From an optimization exercise on the open Yosys and OpenROAD flow, aimed at small area, a short achievable clock period and few clock cycles per item; shortcuts taken in it are not production practice. The RTL was checked by simulation tests, not by an equivalence proof against the original design.

## the reference run
==> flow/design.v <==
module lkst_top
(
    input  logic        clk,
    input  logic        rst_n,
    input  logic        in_valid,
    output logic        in_ready,
    input  logic        in_action,
    input  logic [31:0] in_now_tick,
    input  logic [7:0]  in_protocol,
    input  logic [31:0] in_sensor_id,
    input  logic [7:0]  in_channel,
    input  logic [15:0] in_temperature,
    input  logic [7:0]  in_humidity,
    input  logic [1:0]  in_battery,
    input  logic [2:0]  in_read_slot,
    output logic        out_valid,
    input  logic        out_ready,
    output logic [2:0]  out_slot_index,
    output logic        out_key_hit,
    output logic        out_evicted,
    output logic [3:0]  out_fill_count,
    output logic        out_slot_valid,
    output logic [7:0]  out_protocol,
    output logic [31:0] out_sensor_id,
    output logic [7:0]  out_channel,
    output logic [15:0] out_temperature,
    output logic [7:0]  out_humidity,
    output logic [1:0]  out_battery,
    output logic [31:0] out_age_ticks
);
    localparam int N = 8;
    logic [N-1:0]        r_valid;
    logic [N-1:0][47:0]  r_key;
    logic [N-1:0][25:0]  r_pay;
    logic [N-1:0][31:0]  r_seen;
    logic [N-1:0][N-1:0] r_old;
    logic [3:0]          r_count;
    logic                r_pv;
    logic                r_act;
    logic [47:0]         r_ikey;   
    logic [25:0]         r_ipay;
    logic [31:0]         r_tick;
    logic [2:0]          r_rslot;
    logic [N-1:0]        r_hoh;    
    logic                r_hit;    
    logic [N-1:0]        r_rsel;   
    logic                r_ovld;
    logic [2:0]          r_oslot;
    logic                r_ohit;
    logic                r_oevict;
    logic                r_osv;
    logic [47:0]         r_okey;
    logic [25:0]         r_opay;
    logic [31:0]         r_oage;
    logic [47:0]         key;
    logic                accept;
    logic                out_free;
    logic                fire;
    logic                up;
    logic [N-1:0]        eq;
    logic [N-1:0]        mv;
    logic                eq_prev;
    logic [N-1:0]        hit_oh;
    logic [N-1:0]        free_oh;
    logic [N-1:0]        lru_oh;
    logic [N-1:0]        slot_oh;
    logic [2:0]          slot;
    logic                hit;
    logic                full;
    logic [N-1:0]        wen;
    logic [N-1:0]        t_lt;    
    logic [N-1:0]        t_gt;    
    logic [47:0]         rd_key;
    logic [25:0]         rd_pay;
    logic                rd_valid;
    logic [N-1:0]        in_rdec;
    logic [31:0]         in_seen;
    function automatic logic [N-1:0] first1(logic [N-1:0] v);
        logic         seen;
        first1 = '0;
        seen   = 1'b0;
        for (int i = 0; i < N; i++) begin
            first1[i] = v[i] && !seen;
            seen      = seen || v[i];
        end
    endfunction
    function automatic logic [1:0] cmp31(logic [30:0] a, logic [30:0] b);
        logic [31:0] g;
        logic [31:0] l;
        g = {1'b0, a & ~b};
        l = {1'b0, ~a & b};
        for (int w = 16; w >= 1; w = w / 2) begin
            for (int i = 0; i < w; i++) begin
                g[i] = g[2*i+1] | (!l[2*i+1] & g[2*i]);
                l[i] = l[2*i+1] | (!g[2*i+1] & l[2*i]);
            end
        end
        cmp31 = {g[0], l[0]};
    endfunction
    assign key      = {in_protocol, in_sensor_id, in_channel};
    assign out_free = !r_ovld || out_ready;
    assign fire     = r_pv && out_free;
    assign in_ready = !r_pv || out_free;
    assign accept   = in_valid && in_ready;
    assign up       = fire && !r_act;
    always_comb begin
        for (int j = 0; j < N; j++) begin
            eq[j] = r_key[j] == key;
        end
    end
    assign eq_prev = r_ikey == key;
    always_comb begin
        for (int j = 0; j < N; j++) begin
            mv[j] = wen[j] ? eq_prev : (r_valid[j] && eq[j]);
        end
    end
    assign hit     = r_hit;
    assign full    = &r_valid;
    assign hit_oh  = r_hoh;
    assign free_oh = first1(~r_valid);
    function automatic logic [N-1:0] lru_steps(logic [N-1:0] p0, int lo, int hi,
                                               logic [N-1:0][N-1:0] old);
        logic [N-1:0] p;
        logic         take;
        p = p0;
        for (int i = 1; i < N; i++) begin
            if (i >= lo && i <= hi) begin
                take = |(p & old[i]);
                if (take) begin
                    p = '0;
                    p[i] = 1'b1;
                end
            end
        end
        lru_steps = p;
    endfunction
    always_comb begin : lru_chain
        logic [N-1:0] q;
        logic [N-1:0] r;
        q = lru_steps(8'b1, 1, 3, r_old);
        lru_oh = '0;
        for (int c = 0; c < 4; c++) begin
            r = lru_steps(8'(1 << c), 4, 7, r_old);
            lru_oh = lru_oh | (r & {N{q[c]}});
        end
    end
    assign slot_oh = hit ? hit_oh : (!full ? free_oh : lru_oh);
    assign wen     = up ? slot_oh : '0;
    always_comb begin
        slot = '0;
        for (int i = 0; i < N; i++) begin
            if (slot_oh[i]) slot = slot | 3'(i);
        end
    end
    always_comb begin : tick_cmp
        logic [1:0] c;
        logic       x;
        for (int j = 0; j < N; j++) begin
            c = cmp31(r_tick[30:0], r_seen[j][30:0]);
            x = r_tick[31] ^ r_seen[j][31];
            t_lt[j] = x ^ c[0];
            t_gt[j] = x ^ c[1];
        end
    end
    always_comb begin
        rd_key  = '0;
        rd_pay  = '0;
        for (int j = 0; j < N; j++) begin
            rd_key  = rd_key  | (r_key[j]  & {48{r_rsel[j]}});
            rd_pay  = rd_pay  | (r_pay[j]  & {26{r_rsel[j]}});
        end
    end
    assign rd_valid = |r_rsel;
    always_comb begin
        in_seen = '0;
        for (int j = 0; j < N; j++) begin
            in_rdec[j] = in_read_slot == 3'(j);
            in_seen    = in_seen | ((wen[j] ? r_tick : r_seen[j]) & {32{in_rdec[j]}});
        end
    end
    always_ff @(posedge clk) begin
        if (accept) begin
            r_act   <= in_action;
            r_ikey  <= in_action ? {16'b0, in_seen} : key;
            r_ipay  <= {in_temperature, in_humidity, in_battery};
            r_tick  <= in_now_tick;
            r_rslot <= in_read_slot;
            r_hoh   <= first1(mv);
            r_hit   <= |mv;
            for (int j = 0; j < N; j++) begin
                r_rsel[j] <= in_rdec[j] && (r_valid[j] || wen[j]);
            end
        end
        for (int j = 0; j < N; j++) begin
            if (wen[j]) begin
                r_key[j]  <= r_ikey;
                r_pay[j]  <= r_ipay;
                r_seen[j] <= r_tick;
            end
        end
        for (int i = 1; i < N; i++) begin
            for (int j = 0; j < i; j++) begin
                if (wen[i]) begin
                    r_old[i][j] <= t_lt[j];
                end else if (wen[j]) begin
                    r_old[i][j] <= t_gt[i];
                end
            end
        end
        if (fire) begin
            r_oslot  <= r_act ? r_rslot : slot;
            r_ohit   <= !r_act && hit;
            r_oevict <= !r_act && !hit && full;
            r_osv    <= !r_act || rd_valid;
            r_okey   <= r_act ? rd_key : r_ikey;
            r_opay   <= r_act ? rd_pay : r_ipay;
            r_oage   <= (r_act && rd_valid) ? r_tick - r_ikey[31:0] : '0;
        end
    end
    always_ff @(posedge clk) begin
        if (!rst_n) begin
            r_valid <= '0;
            r_count <= '0;
            r_ovld  <= 1'b0;
            r_pv    <= 1'b0;
        end else begin
            r_valid <= r_valid | wen;
            if (up && !hit && !full) begin
                r_count <= r_count + 4'd1;
            end
            if (accept) begin
                r_pv <= 1'b1;
            end else if (fire) begin
                r_pv <= 1'b0;
            end
            if (fire) begin
                r_ovld <= 1'b1;
            end else if (out_ready) begin
                r_ovld <= 1'b0;
            end
        end
    end
    assign out_valid      = r_ovld;
    assign out_slot_index = r_oslot;
    assign out_key_hit    = r_ohit;
    assign out_evicted    = r_oevict;
    assign out_fill_count = r_count;
    assign out_slot_valid = r_osv;
    assign {out_protocol, out_sensor_id, out_channel} = r_okey;
    assign {out_temperature, out_humidity, out_battery} = r_opay;
    assign out_age_ticks  = r_oage;
endmodule
Settings: LEC_CHECK=0, CAP_MARGIN=20, CORE_MARGIN=2, CORE_UTILIZATION=45, SETUP_SLACK_MARGIN=2.0, SLEW_MARGIN=20; clock period 5.0 ns.
run.sh (not shown) runs the stock make flow with config.mk's settings and CLKGATE_MAP_FILE= SYNTH_SCRIPT=/design/flow/synth_recipe.tcl, a recipe that flattens the netlist after the stock synthesis.
The final layout from the reference run, which completed every stage, passed the timing, DRC and antenna checks at the end of the flow.
Testbench counts of the reference run, summed over its fixed seeds: cycles 4,816, items 4,800.
## Diff of input files: the trial run against the reference run
--- a/flow/design.v
+++ b/flow/design.v
@@ -44,6 +44,9 @@
     logic [N-1:0]        r_hoh;    
     logic                r_hit;    
     logic [N-1:0]        r_rsel;   
+    logic [N-1:0]        r_tlt;    
+    logic [N-1:0]        r_tgt;    
+    logic [N-1:0]        r_lru;    
     logic                r_ovld;
     logic [2:0]          r_oslot;
     logic                r_ohit;
@@ -70,6 +73,9 @@
     logic [N-1:0]        wen;
     logic [N-1:0]        t_lt;    
     logic [N-1:0]        t_gt;    
+    logic                f_lt;    
+    logic                f_gt;
+    logic [N-1:0]        lru_next;
     logic [47:0]         rd_key;
     logic [25:0]         rd_pay;
     logic                rd_valid;
@@ -134,16 +140,27 @@
         end
         lru_steps = p;
     endfunction
-    always_comb begin : lru_chain
+    function automatic logic [N-1:0] lru_pick(logic [N-1:0][N-1:0] old);
         logic [N-1:0] q;
         logic [N-1:0] r;
-        q = lru_steps(8'b1, 1, 3, r_old);
-        lru_oh = '0;
+        q = lru_steps(8'b1, 1, 3, old);
+        lru_pick = '0;
         for (int c = 0; c < 4; c++) begin
-            r = lru_steps(8'(1 << c), 4, 7, r_old);
-            lru_oh = lru_oh | (r & {N{q[c]}});
-        end
-    end
+            r = lru_steps(8'(1 << c), 4, 7, old);
+            lru_pick = lru_pick | (r & {N{q[c]}});
+        end
+    endfunction
+    always_comb begin : lru_after
+        logic [N*N-1:0] m;
+        lru_next = '0;
+        for (int k = 0; k < N; k++) begin
+            m = r_old;
+            for (int j = 0; j < k; j++) m[k*N+j] = r_tlt[j];
+            for (int i = k + 1; i < N; i++) m[i*N+k] = r_tgt[i];
+            lru_next = lru_next | (lru_pick(m) & {N{wen[k]}});
+        end
+    end
+    assign lru_oh = r_lru;
     assign slot_oh = hit ? hit_oh : (!full ? free_oh : lru_oh);
     assign wen     = up ? slot_oh : '0;
     always_comb begin
@@ -156,11 +173,15 @@
         logic [1:0] c;
         logic       x;
         for (int j = 0; j < N; j++) begin
-            c = cmp31(r_tick[30:0], r_seen[j][30:0]);
-            x = r_tick[31] ^ r_seen[j][31];
+            c = cmp31(in_now_tick[30:0], r_seen[j][30:0]);
+            x = in_now_tick[31] ^ r_seen[j][31];
             t_lt[j] = x ^ c[0];
             t_gt[j] = x ^ c[1];
         end
+        c = cmp31(in_now_tick[30:0], r_tick[30:0]);
+        x = in_now_tick[31] ^ r_tick[31];
+        f_lt = x ^ c[0];
+        f_gt = x ^ c[1];
     end
     always_comb begin
         rd_key  = '0;
@@ -189,6 +210,8 @@
             r_hit   <= |mv;
             for (int j = 0; j < N; j++) begin
                 r_rsel[j] <= in_rdec[j] && (r_valid[j] || wen[j]);
+                r_tlt[j]  <= wen[j] ? f_lt : t_lt[j];
+                r_tgt[j]  <= wen[j] ? f_gt : t_gt[j];
             end
         end
         for (int j = 0; j < N; j++) begin
@@ -201,11 +224,14 @@
         for (int i = 1; i < N; i++) begin
             for (int j = 0; j < i; j++) begin
                 if (wen[i]) begin
-                    r_old[i][j] <= t_lt[j];
+                    r_old[i][j] <= r_tlt[j];
                 end else if (wen[j]) begin
-                    r_old[i][j] <= t_gt[i];
+                    r_old[i][j] <= r_tgt[i];
                 end
             end
+        end
+        if (|wen) begin
+            r_lru <= lru_next;
         end
         if (fire) begin
             r_oslot  <= r_act ? r_rslot : slot;
### Flow results
The trial run — clock insertion delay at the later pin of the skew report 20 ps higher, the reference run as reference
Going from the reference run to the trial run, clock-pin slew on the worst setup and hold paths has remained practically unchanged, final area shows an increase of 1.9%, worst path buffer plus inverter count now smaller, worst setup slack rose by 330 ps.
Testbench counts of the trial run, summed over its fixed seeds: cycles 4,816, items 4,800.

Setup of run A:
Another version of the RTL of lkst_top (not shown whole).
Size in the first run: roughly 4,700 cells after synthesis, about 1,200 flip-flops, ~57,000 um2 of cells after synthesis.
Settings: LEC_CHECK=0, CAP_MARGIN=20, CORE_MARGIN=2, CORE_UTILIZATION=45, SETUP_SLACK_MARGIN=2.0, SLEW_MARGIN=20, TNS_END_PERCENT=5; clock period 5.0 ns.
standard.sh (not shown) runs the stock make flow with config.mk's settings and CLKGATE_MAP_FILE= SYNTH_SCRIPT=/design/flow/synth_recipe.tcl, a recipe that flattens the netlist after the stock synthesis.
==> flow/flow/run.sh <==
#!/bin/bash
# The standard layout, with a plain buffer on each port and CTS without
# dummy balancing loads.
set -euo pipefail
export BUFFER_PORTS_ARGS="-buffer_cell sky130_fd_sc_hd__buf_2"
export CTS_ARGS="-sink_clustering_enable -repair_clock_nets -dont_use_dummy_load"
bash standard.sh > standard.log 2>&1
Run A finished end to end and its layout was clean on timing, DRC and antenna.
Testbench counts of run A, summed over its fixed seeds: cycles 4,816, items 4,800.
For run B, these inputs were changed with respect to run A:
--- a/flow/design.v
+++ b/flow/design.v
@@ -76,15 +76,15 @@
     logic                f_lt;    
     logic                f_gt;
     logic [N-1:0]        lru_next;
     logic [47:0]         rd_key;
     logic [25:0]         rd_pay;
     logic                rd_valid;
     logic [N-1:0]        in_rdec;
-    logic [32:0]         in_age;
+    logic [31:0]         in_seen;
     function automatic logic [N-1:0] first1(logic [N-1:0] v);
         logic         seen;
         first1 = '0;
         seen   = 1'b0;
         for (int i = 0; i < N; i++) begin
             first1[i] = v[i] && !seen;
             seen      = seen || v[i];
@@ -188,34 +188,25 @@
         rd_pay  = '0;
         for (int j = 0; j < N; j++) begin
             rd_key  = rd_key  | (r_key[j]  & {48{r_rsel[j]}});
             rd_pay  = rd_pay  | (r_pay[j]  & {26{r_rsel[j]}});
         end
     end
     assign rd_valid = |r_rsel;
-    always_comb begin : age_lo
-        logic [31:0] seen_tab;
-        logic        fwd;
-        logic [16:0] lo_fwd;
-        logic [16:0] lo_tab;
-        seen_tab = '0;
+    always_comb begin
+        in_seen = '0;
         for (int j = 0; j < N; j++) begin
             in_rdec[j] = in_read_slot == 3'(j);
-            seen_tab   = seen_tab | (r_seen[j] & {32{in_rdec[j]}});
-        end
-        fwd    = |(wen & in_rdec);
-        lo_fwd = {1'b0, in_now_tick[15:0]} - {1'b0, r_tick[15:0]};
-        lo_tab = {1'b0, in_now_tick[15:0]} - {1'b0, seen_tab[15:0]};
-        in_age = fwd ? {lo_fwd[16], r_tick[31:16], lo_fwd[15:0]}
-                     : {lo_tab[16], seen_tab[31:16], lo_tab[15:0]};
+            in_seen    = in_seen | ((wen[j] ? r_tick : r_seen[j]) & {32{in_rdec[j]}});
+        end
     end
     always_ff @(posedge clk) begin
         if (accept) begin
             r_act   <= in_action;
-            r_ikey  <= in_action ? {15'b0, in_age} : key;
+            r_ikey  <= in_action ? {16'b0, in_seen} : key;
             r_ipay  <= {in_temperature, in_humidity, in_battery};
             r_tick  <= in_now_tick;
             r_rslot <= in_read_slot;
             r_hoh   <= first1(mv);
             r_hit   <= |mv;
             for (int j = 0; j < N; j++) begin
                 r_rsel[j] <= in_rdec[j] && (r_valid[j] || wen[j]);
@@ -245,16 +236,15 @@
         if (fire) begin
             r_oslot  <= r_act ? r_rslot : slot;
             r_ohit   <= !r_act && hit;
             r_oevict <= !r_act && !hit && full;
             r_osv    <= !r_act || rd_valid;
             r_okey   <= r_act ? rd_key : r_ikey;
             r_opay   <= r_act ? rd_pay : r_ipay;
-            r_oage   <= (r_act && rd_valid) ?
-                        {r_tick[31:16] - r_ikey[31:16] - 16'(r_ikey[32]), r_ikey[15:0]} : '0;
+            r_oage   <= (r_act && rd_valid) ? r_tick - r_ikey[31:0] : '0;
         end
     end
     always_ff @(posedge clk) begin
         if (!rst_n) begin
             r_valid <= '0;
             r_count <= '0;
             r_ovld  <= 1'b0;
## What came out
Run B vs. run A: layout overhead on the synthesized area -1.1 points; slew at the pin closest to its max-slew limit rose by 51 ps; routed wire length now sits higher; final period utilization lower; maximum VDD drop moved down. Final worst-path setup slack: run B > run A.
Testbench counts of run B, summed over its fixed seeds: cycles 4,816, items 4,800.

Setup of run a:
RTL: one of the versions met above, not the one the previous note started from.
Size in the first run: roughly 5500 cells after synthesis, about 230 I/O pins, about 0.057 mm² of cells after synthesis.
==> flow/config.mk <==
export PLATFORM = sky130hd
export DESIGN_NAME = lkst_top
export DESIGN_NICKNAME = lkst_top
export VERILOG_FILES = /design/flow/design.v
export SDC_FILE = /design/flow/constraint.sdc
export NUM_CORES = 4
export LEC_CHECK = 0
export CAP_MARGIN = 20
export CORE_MARGIN = 2
export CORE_UTILIZATION = 45
export SETUP_SLACK_MARGIN = 2.0
export SLEW_MARGIN = 20
export TNS_END_PERCENT = 5
==> flow/constraint.sdc <==
create_clock -name core_clock -period 5.0 [get_ports {clk}]
set_input_delay 1.0000 -clock core_clock [delete_from_list [all_inputs] [get_ports {clk}]]
set_output_delay 1.0000 -clock core_clock [all_outputs]
set_load 0.01 [all_outputs]
==> flow/flow/run.sh <==
#!/bin/bash
# The standard layout, with a plain buffer on each port and CTS with
# smaller clock buffers and without dummy balancing loads.
set -euo pipefail
export BUFFER_PORTS_ARGS="-buffer_cell sky130_fd_sc_hd__buf_2"
export CTS_ARGS="-sink_clustering_enable -repair_clock_nets -dont_use_dummy_load -buf_list sky130_fd_sc_hd__clkbuf_8"
bash standard.sh > standard.log 2>&1
Run a | status: complete | timing, DRC, antenna: pass
Testbench counts of run a, summed over its fixed seeds: cycles 4,816, items 4,800.
The inputs of run b differ from those of run a as listed below.
-- flow/design.v --
<<< run a, line 81
    logic                rd_valid;
    logic [N-1:0]        in_rdec;
    logic [31:0]         in_seen;
    function automatic logic [N-1:0] first1(logic [N-1:0] v);
        logic         seen;
>>> run b, line 81
    logic                rd_valid;
    logic [N-1:0]        in_rdec;
    logic [32:0]         in_age;
    function automatic logic [N-1:0] first1(logic [N-1:0] v);
        logic         seen;
<<< run a, line 193
    end
    assign rd_valid = |r_rsel;
    always_comb begin
        in_seen = '0;
        for (int j = 0; j < N; j++) begin
            in_rdec[j] = in_read_slot == 3'(j);
            in_seen    = in_seen | ((wen[j] ? r_tick : r_seen[j]) & {32{in_rdec[j]}});
        end
    end
    always_ff @(posedge clk) begin
        if (accept) begin
            r_act   <= in_action;
            r_ikey  <= in_action ? {16'b0, in_seen} : key;
            r_ipay  <= {in_temperature, in_humidity, in_battery};
            r_tick  <= in_now_tick;
>>> run b, line 193
    end
    assign rd_valid = |r_rsel;
    always_comb begin : age_lo
        logic [31:0] seen_tab;
        logic        fwd;
        logic [16:0] lo_fwd;
        logic [16:0] lo_tab;
        seen_tab = '0;
        for (int j = 0; j < N; j++) begin
            in_rdec[j] = in_read_slot == 3'(j);
            seen_tab   = seen_tab | (r_seen[j] & {32{in_rdec[j]}});
        end
        fwd    = |(wen & in_rdec);
        lo_fwd = {1'b0, in_now_tick[15:0]} - {1'b0, r_tick[15:0]};
        lo_tab = {1'b0, in_now_tick[15:0]} - {1'b0, seen_tab[15:0]};
        in_age = fwd ? {lo_fwd[16], r_tick[31:16], lo_fwd[15:0]}
                     : {lo_tab[16], seen_tab[31:16], lo_tab[15:0]};
    end
    always_ff @(posedge clk) begin
        if (accept) begin
            r_act   <= in_action;
            r_ikey  <= in_action ? {15'b0, in_age} : key;
            r_ipay  <= {in_temperature, in_humidity, in_battery};
            r_tick  <= in_now_tick;
<<< run a, line 241
            r_okey   <= r_act ? rd_key : r_ikey;
            r_opay   <= r_act ? rd_pay : r_ipay;
            r_oage   <= (r_act && rd_valid) ? r_tick - r_ikey[31:0] : '0;
        end
    end
>>> run b, line 250
            r_okey   <= r_act ? rd_key : r_ikey;
            r_opay   <= r_act ? rd_pay : r_ipay;
            r_oage   <= (r_act && rd_valid) ?
                        {r_tick[31:16] - r_ikey[31:16] - 16'(r_ikey[32]), r_ikey[15:0]} : '0;
        end
    end
Results
Between run a and run b, measured slew at the worst slew-check pin decreased. Post-detailed-route via-to-cell ratio was lower in the run labelled run a. Side by side, register area turned out higher in run b than in run a. Run a → run b: maximum fanout count along the critical path down 11, non-filler instance count after layout has decreased, final period utilization grew by 1.7 points. [compare] base=run a new=run b: cell area +1.2%; via count lost 3083; wire length moved down; proportion of cell area occupied by registers increased 3.3 points. Compared to run a, run b shows a narrower setup margin. Between run b and run a, it is run b whose worst slack at placement is lower, by 640 ps. Run a → run b: required time at the endpoint of the critical path increased by 30 ps relative to the old numbers; mean post-synth cell area has increased.
Testbench counts of run b, summed over its fixed seeds: cycles 4,816, items 4,800.

## static timing again, ports no longer ideal
Ports are ideal in the flow. The routed layouts listed here were re-timed in OpenROAD. Step 1 assumes that a clkbuf_16 drives the clock port and a buf_2 every other input. Step 2 also shifts input and output timing later by t, the mid clock arrival at the registers, as if the neighbouring blocks saw the same clock. Slacks: no drivers / after step 1 / after step 2; pairs: no drivers / after step 1.
run	t (ns)	setup WS [ns]	worst setup path after step 2	clock arrival spread, ns	pins driven straight from the clock port
the reference run	0.814	1.337 / 1.337 / 0.753	input to register	0.078 / 0.078	1
the trial run	0.869	1.668 / 1.668 / 1.038	input to register	0.032 / 0.033	1
run A of note 2	0.826	1.550 / 1.402 / 0.577	input to register	0.091 / 0.091	1
run B of note 2	0.804	1.802 / 1.802 / 1.000	input to register	0.077 / 0.077	1
run a of note 3	0.972	1.749 / 1.749 / 0.859	input to register	0.103 / 0.103	1
run b of note 3	0.984	1.664 / 1.647 / 0.664	input to register	0.130 / 0.131	1
After both steps setup and hold are still met in every run listed. The setup slack of run b of note 3, which loses most, moves by -0.017 ns with the drivers and by -1.000 ns with both steps.
